What follows belongs to an exercise in optimizing a design on an open flow for small area and a short achievable clock period; a production flow would make more cautious choices.
Where RTL was checked, it was by simulation tests only, not by an equivalence proof against the original.
Power figures rest on the tool's default switching activity, not on a simulated workload.

Design mmu, start of the top module:
module mmu (
   input  logic                         clk,
   input  logic                         resetb,
   input  logic [31:0]                  im_addr,
   input  logic [31:0]                  im_data,
   output logic [11:2]                  im_addr_out,
   output logic [31:0]                  im_do,
   input  logic [31:0]                  dm_addr,
   input  logic [31:0]                  dm_wdata,
   input  logic [3:0]                   dm_be,
   input  logic                         dm_we,
   input  logic                         dm_is_signed,
   output logic [31:0]                  dm_do,
   input  logic [31:0]                  io_data_read,
   output logic [7:0]                   io_addr,
   output logic [31:0]                  io_wdata,
   output logic                         io_en,
   output logic                         io_we
);
   assign im_addr_out = im_addr[11:2];
   always_ff @(posedge clk or negedge resetb) begin
      if (!resetb) begin
         im_do <= 32'h0000_0013;
      end else begin
         im_do <= im_data;
      end
   end
   logic in_ram;
   logic in_io;
   logic legal;
   logic be_b;      
  ...
Size: about 5200 cells after synthesis, about 2200 flip-flops, about 280 I/O pins, ~83000 sq um of cells after synthesis.
Settings: LEC_CHECK=0, CAP_MARGIN=20, CORE_MARGIN=2, CORE_UTILIZATION=50, CTS_CLUSTER_DIAMETER=80, CTS_CLUSTER_SIZE=24, PLACE_DENSITY=0.6, SETUP_SLACK_MARGIN=1.5, SLEW_MARGIN=20; clock period 4.2 ns.
standard.sh (not shown) runs the stock make flow with config.mk's settings and CLKGATE_MAP_FILE= SYNTH_SCRIPT=/design/flow/synth_recipe.tcl, a recipe that flattens the netlist after the stock synthesis.
==> flow/flow/run.sh <==
#!/bin/bash
# Layout: the standard flow (standard synthesis unchanged), with two
# changes to how the layout is built:
#  - the port buffers are buf_2 cells instead of the delay-cell buffer
#    that buffer_ports picks by default;
#  - clock tree synthesis runs without dummy loads.
# Each tool's full output stays in orfs/logs/; make's output goes to
# run_make.log in this folder.
set -euo pipefail
CTS="-sink_clustering_enable -repair_clock_nets -sink_clustering_size 24 -sink_clustering_max_diameter 80 -dont_use_dummy_load"
bash standard.sh \
  "BUFFER_PORTS_ARGS=-buffer_cell sky130_fd_sc_hd__buf_2" \
  "CTS_ARGS=$CTS" \
  finish > run_make.log 2>&1
The first run ran to the end with no violations.
Rerun with:
==> flow/run.sh (new file) <==
#!/bin/bash
# synth_recipe.tcl (not shown) runs the flow's synth.tcl, then flattens the netlist and writes it again
# the make line also repeats each setting of config.mk as NAME=value (left out here)
make -C /OpenROAD-flow-scripts/flow DESIGN_CONFIG=/design/flow/config.mk WORK_HOME=/design/flow/orfs CLKGATE_MAP_FILE= SYNTH_SCRIPT=/design/flow/synth_recipe.tcl finish
removed: flow/flow/run.sh
removed: flow/standard.sh
- maximum frequency drops by 0.76%
- cell area climbs by 2.3%
- area after synthesis stays the same
- via count climbs by about 0.47%
- worst setup slack got worse by 25 ps
- total power climbs by 3.9%
- synthesized cell count is unchanged
- flip-flop and latch count stays the same
- wire length climbs by about 1.6%
No run of this note included a check of the RTL's function; only the layout flow was run.

---

## north
The RTL this note starts from:
==> flow/design.v <==
`timescale 1ns/10ps
`default_nettype none
module mmu_out_bit0 (
   input  logic [1:0] r,
   input  logic [3:0] sel,
   input  logic [3:0] d,
   output logic       y
);
   assign y = (|r) | (|(sel & d));
endmodule
module mmu_out_bit (
   input  logic [1:0] r,
   input  logic [1:0] s,
   input  logic [1:0] w,
   input  logic [1:0] d,
   input  logic [3:0] f,
   input  logic [3:0] m,
   output logic       y
);
   assign y = (|r) | (|s) | (|(w & d)) | (|(f & m));
endmodule
`default_nettype wire
`timescale 1ns/10ps
`default_nettype none
module mmu (
   input  logic                         clk,
   input  logic                         resetb,
   input  logic [31:0]                  im_addr,
   input  logic [31:0]                  im_data,
   output logic [11:2]                  im_addr_out,
   output logic [31:0]                  im_do,
   input  logic [31:0]                  dm_addr,
   input  logic [31:0]                  dm_wdata,
   input  logic [3:0]                   dm_be,
   input  logic                         dm_we,
   input  logic                         dm_is_signed,
   output logic [31:0]                  dm_do,
   input  logic [31:0]                  io_data_read,
   output logic [7:0]                   io_addr,
   output logic [31:0]                  io_wdata,
   output logic                         io_en,
   output logic                         io_we
);
   assign im_addr_out = im_addr[11:2];
   always_ff @(posedge clk or negedge resetb) begin
      if (!resetb) begin
         im_do <= 32'h0000_0013;
      end else begin
         im_do <= im_data;
      end
   end
   logic in_ram;
   logic in_io;
   logic legal;
   logic be_b;      
   logic be_h;      
   logic be_w;      
   assign in_ram = !dm_addr[31] && (dm_addr[30:28] != 3'b000);
   assign in_io  = (dm_addr[31:8] == 24'h80_0000);
   always_comb begin
      be_b = 1'b0;
      be_h = 1'b0;
      be_w = 1'b0;
      case (dm_be)
         4'b0001, 4'b0010, 4'b0100, 4'b1000: be_b = 1'b1;
         4'b0011, 4'b1100:                   be_h = 1'b1;
         4'b1111:                            be_w = 1'b1;
         default: ;
      endcase
   end
   assign legal = be_b | be_h | be_w;
   logic [31:0] lane_w;
   assign lane_w[7:0]   = dm_wdata[7:0] & {8{dm_be[0] & legal}};
   assign lane_w[15:8]  = (dm_be[0] ? dm_wdata[15:8] : dm_wdata[7:0]) & {8{dm_be[1] & legal}};
   assign lane_w[23:16] = (dm_be[0] ? dm_wdata[23:16] : dm_wdata[7:0]) & {8{dm_be[2] & legal}};
   assign lane_w[31:24] = (dm_be[0] ? dm_wdata[31:24] :
                           dm_be[2] ? dm_wdata[15:8] : dm_wdata[7:0]) & {8{dm_be[3] & legal}};
   logic [63:0]       dec;
   logic              ram_wr;
   logic [63:0][31:0] mem;
   logic [31:0]       mem_rd_a;     
   logic [31:0]       mem_rd_b;     
   logic [31:0]       rd_b;
   logic [31:0]       rd;
   logic              wb_valid;
   logic [5:0]        wb_idx;
   logic [3:0]        wb_be;
   logic [31:0]       wb_data;
   logic [63:0]       wb_dec;
   logic              wb_hit;
   assign dec    = 64'd1 << dm_addr[7:2];
   assign ram_wr = dm_we && legal && in_ram;
   always_ff @(posedge clk) begin
      wb_valid <= ram_wr;
      wb_idx   <= dm_addr[7:2];
      wb_be    <= dm_be;
      wb_data  <= lane_w;
   end
   assign wb_dec = 64'd1 << wb_idx;
   genvar w, l;
   for (w = 0; w < 64; w++) begin : g_word
      for (l = 0; l < 4; l++) begin : g_lane
         always_ff @(posedge clk) begin
            if (wb_valid && wb_dec[w] && wb_be[l]) begin
               mem[w][l*8 +: 8] <= wb_data[l*8 +: 8];
            end
         end
      end
   end
   always_comb begin
      mem_rd_a = '0;
      mem_rd_b = '0;
      for (int i = 0; i < 32; i++) begin
         mem_rd_a = mem_rd_a | (mem[i] & {32{dec[i]}});
         mem_rd_b = mem_rd_b | (mem[32+i] & {32{dec[32+i]}});
      end
   end
   assign wb_hit = wb_valid && (wb_idx == dm_addr[7:2]);
   for (l = 0; l < 4; l++) begin : g_fwd
      assign rd[l*8 +: 8]   = (wb_hit && wb_be[l]) ? wb_data[l*8 +: 8] : mem_rd_a[l*8 +: 8];
      assign rd_b[l*8 +: 8] = (wb_hit && wb_be[l]) ? 8'h00 : mem_rd_b[l*8 +: 8];
   end
   logic [3:0] lo;         
   logic       b1_l1;      
   logic       b1_l3;      
   logic       wd;         
   logic [3:0] f1;         
   logic [3:0] f2;         
   assign lo[0] = dm_be[0];
   assign lo[1] = be_b && dm_be[1];
   assign lo[2] = dm_be[2] && !dm_be[1] && !dm_be[0];
   assign lo[3] = be_b && dm_be[3];
   assign b1_l1 = dm_be[1] && dm_be[0];
   assign b1_l3 = be_h && dm_be[3];
   assign wd    = be_w;
   assign f1    = {4{be_b && dm_is_signed}} & dm_be;
   assign f2    = {be_b && dm_be[3] || be_h && dm_be[3], be_b && dm_be[2],
                   be_b && dm_be[1] || be_h && dm_be[1], be_b && dm_be[0]}
                  & {4{dm_is_signed}};
   function automatic logic [31:0] pick(input logic [31:0] s,
                                        input logic [3:0]  lo,
                                        input logic        b1l1,
                                        input logic        b1l3,
                                        input logic        wd);
      logic [31:0] r;
      r[7:0]   = (s[7:0]   & {8{lo[0]}}) | (s[15:8]  & {8{lo[1]}}) |
                 (s[23:16] & {8{lo[2]}}) | (s[31:24] & {8{lo[3]}});
      r[15:8]  = (s[15:8] & {8{b1l1}}) | (s[31:24] & {8{b1l3}});
      r[31:16] = s[31:16] & {16{wd}};
      pick     = r;
   endfunction
   function automatic logic fill(input logic [31:0] s, input logic [3:0] f);
      fill = |(f & {s[31], s[23], s[15], s[7]});
   endfunction
   logic [31:0] st_val;
   logic        st_s1;
   logic        st_s2;
   always_comb begin
      if (be_w) begin
         st_val = dm_wdata;
      end else if (be_h) begin
         st_val = {16'h0000, dm_wdata[15:0]};
      end else begin
         st_val = {24'h00_0000, dm_wdata[7:0]};
      end
   end
   assign st_s1 = dm_is_signed && be_b && dm_wdata[7];
   assign st_s2 = dm_is_signed && (be_b && dm_wdata[7] || be_h && dm_wdata[15]);
   logic [31:0] res_q;
   logic [31:0] res_b_q;
   logic        s1_q;         
   logic        s2_q;         
   logic        s1_b_q;
   logic        s2_b_q;
   logic        ram_ok;
   assign ram_ok = in_ram && legal;
   always_ff @(posedge clk or negedge resetb) begin
      if (!resetb) begin
         res_q   <= '0;
         res_b_q <= '0;
         s1_q    <= 1'b0;
         s2_q    <= 1'b0;
         s1_b_q  <= 1'b0;
         s2_b_q  <= 1'b0;
      end else begin
         res_q <= !ram_ok ? 32'h0 : dm_we ? st_val : pick(rd, lo, b1_l1, b1_l3, wd);
         s1_q  <= ram_ok && (dm_we ? st_s1 : fill(rd, f1));
         s2_q  <= ram_ok && (dm_we ? st_s2 : fill(rd, f2));
         res_b_q <= (ram_ok && !dm_we) ? pick(rd_b, lo, b1_l1, b1_l3, wd) : 32'h0;
         s1_b_q  <= ram_ok && !dm_we && fill(rd_b, f1);
         s2_b_q  <= ram_ok && !dm_we && fill(rd_b, f2);
      end
   end
   assign io_wdata = wb_data;
   logic       io_en_q;
   logic       io_we_q;
   logic [7:0] io_addr_q;
   always_ff @(posedge clk or negedge resetb) begin
      if (!resetb) begin
         io_en_q <= 1'b0;
         io_we_q <= 1'b0;
      end else begin
         io_en_q <= in_io;
         io_we_q <= in_io && dm_we && legal;
      end
   end
   always_ff @(posedge clk) begin
      io_addr_q <= dm_addr[7:0];
   end
   assign io_en   = io_en_q;
   assign io_we   = io_we_q;
   assign io_addr = io_addr_q;
   logic [3:0] io_lo_q;
   logic       io_b1_l1_q;
   logic       io_b1_l3_q;
   logic       io_wd_q;
   logic [3:0] io_f1_q;
   logic [3:0] io_f2_q;
   logic       io_ok;
   assign io_ok = in_io && legal;
   always_ff @(posedge clk or negedge resetb) begin
      if (!resetb) begin
         io_lo_q    <= '0;
         io_b1_l1_q <= 1'b0;
         io_b1_l3_q <= 1'b0;
         io_wd_q    <= 1'b0;
         io_f1_q    <= '0;
         io_f2_q    <= '0;
      end else begin
         io_lo_q    <= lo & {4{io_ok}};
         io_b1_l1_q <= b1_l1 && io_ok;
         io_b1_l3_q <= b1_l3 && io_ok;
         io_wd_q    <= wd && io_ok;
         io_f1_q    <= f1 & {4{io_ok}};
         io_f2_q    <= f2 & {4{io_ok}};
      end
   end
   logic [3:0] io_msb;
   assign io_msb = {io_data_read[31], io_data_read[23], io_data_read[15], io_data_read[7]};
   genvar b;
   for (b = 0; b < 8; b++) begin : g_out0
      mmu_out_bit0 u_bit (
         .r   ({res_b_q[b], res_q[b]}),
         .sel (io_lo_q),
         .d   ({io_data_read[24+b], io_data_read[16+b], io_data_read[8+b], io_data_read[b]}),
         .y   (dm_do[b])
      );
   end
   for (b = 8; b < 16; b++) begin : g_out1
      mmu_out_bit u_bit (
         .r   ({res_b_q[b], res_q[b]}),
         .s   ({s1_b_q, s1_q}),
         .w   ({io_b1_l3_q, io_b1_l1_q}),
         .d   ({io_data_read[16+b], io_data_read[b]}),
         .f   (io_f1_q),
         .m   (io_msb),
         .y   (dm_do[b])
      );
   end
   for (b = 16; b < 32; b++) begin : g_out2
      mmu_out_bit u_bit (
         .r   ({res_b_q[b], res_q[b]}),
         .s   ({s2_b_q, s2_q}),
         .w   ({1'b0, io_wd_q}),
         .d   ({1'b0, io_data_read[b]}),
         .f   (io_f2_q),
         .m   (io_msb),
         .y   (dm_do[b])
      );
   end
endmodule
`default_nettype wire
Settings: LEC_CHECK=0, CAP_MARGIN=20, CORE_MARGIN=2, CORE_UTILIZATION=50, PLACE_DENSITY=0.6, SETUP_SLACK_MARGIN=2.0, SLEW_MARGIN=20, SYNTH_HIERARCHICAL=1, TNS_END_PERCENT=20; clock period 4.2 ns.
==> flow/flow/run.sh <==
#!/bin/bash
# Layout: the standard flow (standard synthesis unchanged), with two
# changes to how the layout is built:
#  - the port buffers are buf_2 cells instead of the delay-cell buffer
#    that buffer_ports picks by default;
#  - clock tree synthesis runs without dummy loads.
# Each tool's full output stays in orfs/logs/; make's output goes to
# run_make.log in this folder.
set -euo pipefail
CTS="-sink_clustering_enable -repair_clock_nets -sink_clustering_size 24 -sink_clustering_max_diameter 80 -dont_use_dummy_load"
bash standard.sh \
  "BUFFER_PORTS_ARGS=-buffer_cell sky130_fd_sc_hd__buf_2" \
  "CTS_ARGS=$CTS" \
  finish > run_make.log 2>&1
Setup changes, north to south
Settings: TNS_END_PERCENT no longer set, was 20; SETUP_SLACK_MARGIN now 1.5, was 2.0.
## What came out
- south closes out successfully: all stages finished, all timing, DRC and antenna checks passed.
- Comparing south and north, the higher sequential share of cell area was measured on south.
- Between south and north, it is south whose critical path depth in cells is higher, by 8.
- On total detailed-routing wirelength, north loses to south.
- Compared to north, south reaches a higher achievable clock.
- Looking at core utilization, south sits 2.8 points below north.
- On wire length the detailed router placed on met1: between south and north, it ends up lower for south.
- north vs south, type of the most critical hold path: in -> reg vs in -> async
- As far as sequential cell count goes, north and south are indistinguishable; the numbers are identical.
- Compare south and north | portion of total power attributed to the clock network higher: north
- [compare] base=north new=south: leakage power fell by 1.9 nW; met2 routed wirelength fell by 5.0%.
- Diff north -> south | design area | down by a few percent
The inputs of east differ from those of south as listed below.
Settings: TNS_END_PERCENT newly set to 50; SETUP_SLACK_MARGIN changed from 1.5 to 1.8.
### Flow results
- east finished end to end and its layout was clean on timing, DRC and antenna.
- Delta(worst setup margin, east - south) < 0
- south → east: register area share after synthesis held; area growth from synthesis to final layout went up 4.0 points; power went up 0.00044 W; non-clock buffer count went up 123.
- Summary of east over south: routing usage on met2 increased 1.1 points, sequential share of layout area decreased 2.1 points, power per cell area decreased about 2.2%.

[port drivers added, routing unchanged]
The results above use ideal ports. As a check the final layouts listed here were re-extracted and re-timed, cells and wires unchanged. Step 1, drivers: a clkbuf_16 drives clk and a buf_2 each remaining input, both assumed. Step 2 also shifts input and output timing later by t, the mid clock arrival at the registers, as if the neighbouring blocks saw the same clock. Slacks: ideal / step 1 / step 2; pairs: ideal / step 1.
run	t (ns)	setup WS [ns]	worst hold slack (ns)
the first run of note 1	0.852	1.006 / 0.920 / 0.069	0.039 / -0.033 / 0.646
the second run of note 1	0.894	0.981 / 0.804 / -0.090	0.069 / 0.010 / 0.624
north	0.887	1.219 / 1.138 / 0.362	0.109 / 0.052 / 0.555
south	0.838	1.258 / 1.106 / 0.268	0.140 / 0.072 / 0.604
east	0.848	1.052 / 0.963 / 0.157	0.027 / -0.032 / 0.574
Met with ideal ports but missed after step 2: setup timing in the second run of note 1. For the second run of note 1, which loses most, drivers alone change the setup slack by -0.177 ns; drivers and shift together by -1.071 ns.
